Context: an optimization exercise on an open-source flow, tuned for small area and a short achievable clock period. The choices shown serve that exercise and are no tape-out recipe.
Function was checked by simulation only, so behaviour that the tests miss may differ from the original.

Setup of 10-20:
Design cam_masked_mc, start of the top module:
module cam_masked_mc
#(
  parameter int unsigned DATA_WIDTH = 32,
  parameter int unsigned DEPTH_LOG2 = 5
) (
  input  logic                  clk,
  input  logic                  reset_n,
  input  logic                  read_i,
  input  logic [DEPTH_LOG2-1:0] read_index_i,
  input  logic                  write_i,
  input  logic [DEPTH_LOG2-1:0] write_index_i,
  input  logic [DATA_WIDTH-1:0] write_data_i,
  input  logic                  invalidate_i,
  input  logic [DEPTH_LOG2-1:0] invalidate_index_i,
  input  logic                  flush_i,
  input  logic                  search_i,
  input  logic [DATA_WIDTH-1:0] search_data_i,
  input  logic [DATA_WIDTH-1:0] search_mask_i,
  output logic                  read_valid_o,
  output logic [DATA_WIDTH-1:0] read_value_o,
  output logic                  read_hit_o,
  output logic                  search_valid_o,
  output logic                  search_hit_o,
  output logic [DEPTH_LOG2-1:0] search_index_o,
  output logic                  search_multi_o,
  output logic [DEPTH_LOG2:0]   occupancy_o
);
Size in the first run: roughly 4200 cells after synthesis, ~1200 flip-flops, roughly 170 I/O pins, ~0.062 mm2 of cells after synthesis.
==> module cam_masked_mc, before the edit <==
module cam_masked_mc
#(
  parameter int unsigned DATA_WIDTH = 32,
  parameter int unsigned DEPTH_LOG2 = 5
) (
  input  logic                  clk,
  input  logic                  reset_n,
  input  logic                  read_i,
  input  logic [DEPTH_LOG2-1:0] read_index_i,
  input  logic                  write_i,
  input  logic [DEPTH_LOG2-1:0] write_index_i,
  input  logic [DATA_WIDTH-1:0] write_data_i,
  input  logic                  invalidate_i,
  input  logic [DEPTH_LOG2-1:0] invalidate_index_i,
  input  logic                  flush_i,
  input  logic                  search_i,
  input  logic [DATA_WIDTH-1:0] search_data_i,
  input  logic [DATA_WIDTH-1:0] search_mask_i,
  output logic                  read_valid_o,
  output logic [DATA_WIDTH-1:0] read_value_o,
  output logic                  read_hit_o,
  output logic                  search_valid_o,
  output logic                  search_hit_o,
  output logic [DEPTH_LOG2-1:0] search_index_o,
  output logic                  search_multi_o,
  output logic [DEPTH_LOG2:0]   occupancy_o
);
  localparam int unsigned ENTRIES = cam_pkg::cam_depth(DEPTH_LOG2);
  logic [DATA_WIDTH-1:0] mem [ENTRIES];
  logic [ENTRIES-1:0]    valid;
  logic [ENTRIES-1:0]    s1_match;
  logic                  s1_valid;
  logic                  enc_hit;
  logic [DEPTH_LOG2-1:0] enc_index;
  logic                  enc_multi;
  always_ff @(posedge clk) begin
    if (write_i) mem[write_index_i] <= write_data_i;
  end
  always_ff @(posedge clk or negedge reset_n) begin
    if (!reset_n) begin
      valid <= '0;
    end else if (flush_i) begin
      valid <= '0;
    end else begin
      if (write_i)      valid[write_index_i]      <= 1'b1;
      if (invalidate_i) valid[invalidate_index_i] <= 1'b0;
    end
  end
  always_ff @(posedge clk or negedge reset_n) begin
    if (!reset_n) begin
      read_valid_o <= 1'b0;
      read_value_o <= '0;
      read_hit_o   <= 1'b0;
    end else begin
      read_valid_o <= read_i;
      if (read_i) begin
        read_value_o <= mem[read_index_i];
        read_hit_o   <= valid[read_index_i];
      end
    end
  end
  localparam int unsigned GROUPS = 4;
  localparam int unsigned GW     = DATA_WIDTH / GROUPS;
  logic [GROUPS-1:0] grp_c [ENTRIES];
  logic [GROUPS-1:0] s1_grp [ENTRIES];
  always_comb begin
    for (int unsigned i = 0; i < ENTRIES; i++) begin
      for (int unsigned g = 0; g < GROUPS; g++)
        grp_c[i][g] = (((mem[i][g*GW +: GW] ^ search_data_i[g*GW +: GW]) &
                        search_mask_i[g*GW +: GW]) == '0);
      grp_c[i][0] = grp_c[i][0] & valid[i];
    end
  end
  always_ff @(posedge clk or negedge reset_n) begin
    if (!reset_n) s1_valid <= 1'b0;
    else          s1_valid <= search_i;
  end
  always_ff @(posedge clk) begin
    for (int unsigned i = 0; i < ENTRIES; i++)
      s1_grp[i] <= grp_c[i];
  end
  always_comb begin
    for (int unsigned i = 0; i < ENTRIES; i++)
      s1_match[i] = &s1_grp[i];
  end
  cam_prio_enc #(
    .DEPTH_LOG2(DEPTH_LOG2)
  ) u_prio_enc (
    .match(s1_match),
    .hit  (enc_hit),
    .index(enc_index),
    .multi(enc_multi)
  );
  always_ff @(posedge clk or negedge reset_n) begin
    if (!reset_n) begin
      search_valid_o <= 1'b0;
      search_hit_o   <= 1'b0;
      search_index_o <= '0;
      search_multi_o <= 1'b0;
    end else begin
      search_valid_o <= s1_valid;
      if (s1_valid) begin
        search_hit_o   <= enc_hit;
        search_index_o <= enc_index;
        search_multi_o <= enc_multi;
      end
    end
  end
  logic wr_adds, inv_removes;
  logic [DEPTH_LOG2:0] occ_inc, occ_dec;
  assign wr_adds     = write_i & ~valid[write_index_i] &
                       ~(invalidate_i & (invalidate_index_i == write_index_i));
  assign inv_removes = invalidate_i & valid[invalidate_index_i];
  always_ff @(posedge clk or negedge reset_n) begin
    if (!reset_n) begin
      occupancy_o <= '0;
      occ_inc     <= (DEPTH_LOG2+1)'(1);
      occ_dec     <= '1;
    end else if (flush_i) begin
      occupancy_o <= '0;
      occ_inc     <= (DEPTH_LOG2+1)'(1);
      occ_dec     <= '1;
    end else if (wr_adds & ~inv_removes) begin
      occupancy_o <= occ_inc;
      occ_inc     <= occ_inc + 1'b1;
      occ_dec     <= occupancy_o;
    end else if (inv_removes & ~wr_adds) begin
      occupancy_o <= occ_dec;
      occ_inc     <= occupancy_o;
      occ_dec     <= occ_dec - 1'b1;
    end
  end
endmodule
Settings: LEC_CHECK=0, CAP_MARGIN=30, CORE_MARGIN=2, CORE_UTILIZATION=35, SETUP_SLACK_MARGIN=4.7, SLEW_MARGIN=30, TNS_END_PERCENT=5; clock period 7.5 ns.
run.sh (not shown) runs the stock make flow with config.mk's settings and CLKGATE_MAP_FILE= SYNTH_SCRIPT=/design/flow/synth_recipe.tcl, a recipe that flattens the netlist after the stock synthesis.
Edits applied to the flow inputs when going from 10-20 to 08-13:
diff --git a/flow/design.v b/flow/design.v
--- a/flow/design.v
+++ b/flow/design.v
@@ -96,16 +96,15 @@
       end
     end
   end
-  localparam int unsigned GROUPS = 4;
-  localparam int unsigned GW     = DATA_WIDTH / GROUPS;
-  logic [GROUPS-1:0] grp_c [ENTRIES];
-  logic [GROUPS-1:0] s1_grp [ENTRIES];
+  localparam int unsigned HALF = DATA_WIDTH / 2;
+  logic [ENTRIES-1:0] match_lo_c, match_hi_c;
+  logic [ENTRIES-1:0] s1_lo, s1_hi;
   always_comb begin
     for (int unsigned i = 0; i < ENTRIES; i++) begin
-      for (int unsigned g = 0; g < GROUPS; g++)
-        grp_c[i][g] = (((mem[i][g*GW +: GW] ^ search_data_i[g*GW +: GW]) &
-                        search_mask_i[g*GW +: GW]) == '0);
-      grp_c[i][0] = grp_c[i][0] & valid[i];
+      match_lo_c[i] = valid[i] & (((mem[i][HALF-1:0] ^ search_data_i[HALF-1:0]) &
+                        search_mask_i[HALF-1:0]) == '0);
+      match_hi_c[i] = (((mem[i][DATA_WIDTH-1:HALF] ^ search_data_i[DATA_WIDTH-1:HALF]) &
+                        search_mask_i[DATA_WIDTH-1:HALF]) == '0);
     end
   end
   always_ff @(posedge clk or negedge reset_n) begin
@@ -113,13 +112,10 @@
     else          s1_valid <= search_i;
   end
   always_ff @(posedge clk) begin
-    for (int unsigned i = 0; i < ENTRIES; i++)
-      s1_grp[i] <= grp_c[i];
+    s1_lo  <= match_lo_c;
+    s1_hi  <= match_hi_c;
   end
-  always_comb begin
-    for (int unsigned i = 0; i < ENTRIES; i++)
-      s1_match[i] = &s1_grp[i];
-  end
+  assign s1_match = s1_lo & s1_hi;
   cam_prio_enc #(
     .DEPTH_LOG2(DEPTH_LOG2)
   ) u_prio_enc (
Notes after the runs:
Going from 10-20 to 08-13, filler-free cell count of the finished design shrank slightly.
08-13 vs 10-20: sequential element share of the synthesized area down in 08-13
Re post-place instance area: 08-13 and 10-20 aren't equal, and the higher value belongs to 10-20.
Re global-route wire length before repair: 10-20 was lower than 08-13.
Going from 10-20 to 08-13, post-layout utilization of the core now sits at about the same level; total length of routed wires now sits higher.
Clock-buffer cell count sits higher in 08-13 than in 10-20.
Per the comparison of 08-13 with 10-20, design area went down by 1.6%; sum of negative setup slack essentially unchanged.

re-timing with driven ports:
The results above use ideal ports. As a check the final layouts listed here were re-extracted and re-timed, cells and wires unchanged.
Step 1: set_driving_cell puts a clkbuf_16 on clk and a buf_2 on each other input, an assumption about the parent block.
Step 2 times the ports against the registers' clock, not the clock port: input delays grow and output delays shrink by t, the midpoint of the rising clock arrivals with the driver on.
Three values: ideal, step 1, step 2; two values: the first two.
| run | shift t [ns] | slack for setup (ns) | clock arrival spread, ns |
|---|---|---|---|
| 10-20 | 0.852 | 4.497 / 4.300 / 3.448 | 0.035 / 0.036 |
| 08-13 | 0.863 | 4.444 / 4.289 / 3.426 | 0.030 / 0.030 |
After both steps every run listed still meets setup and hold. The setup slack of 10-20, which loses most, moves by -0.197 ns with the drivers and by -1.049 ns with both steps.
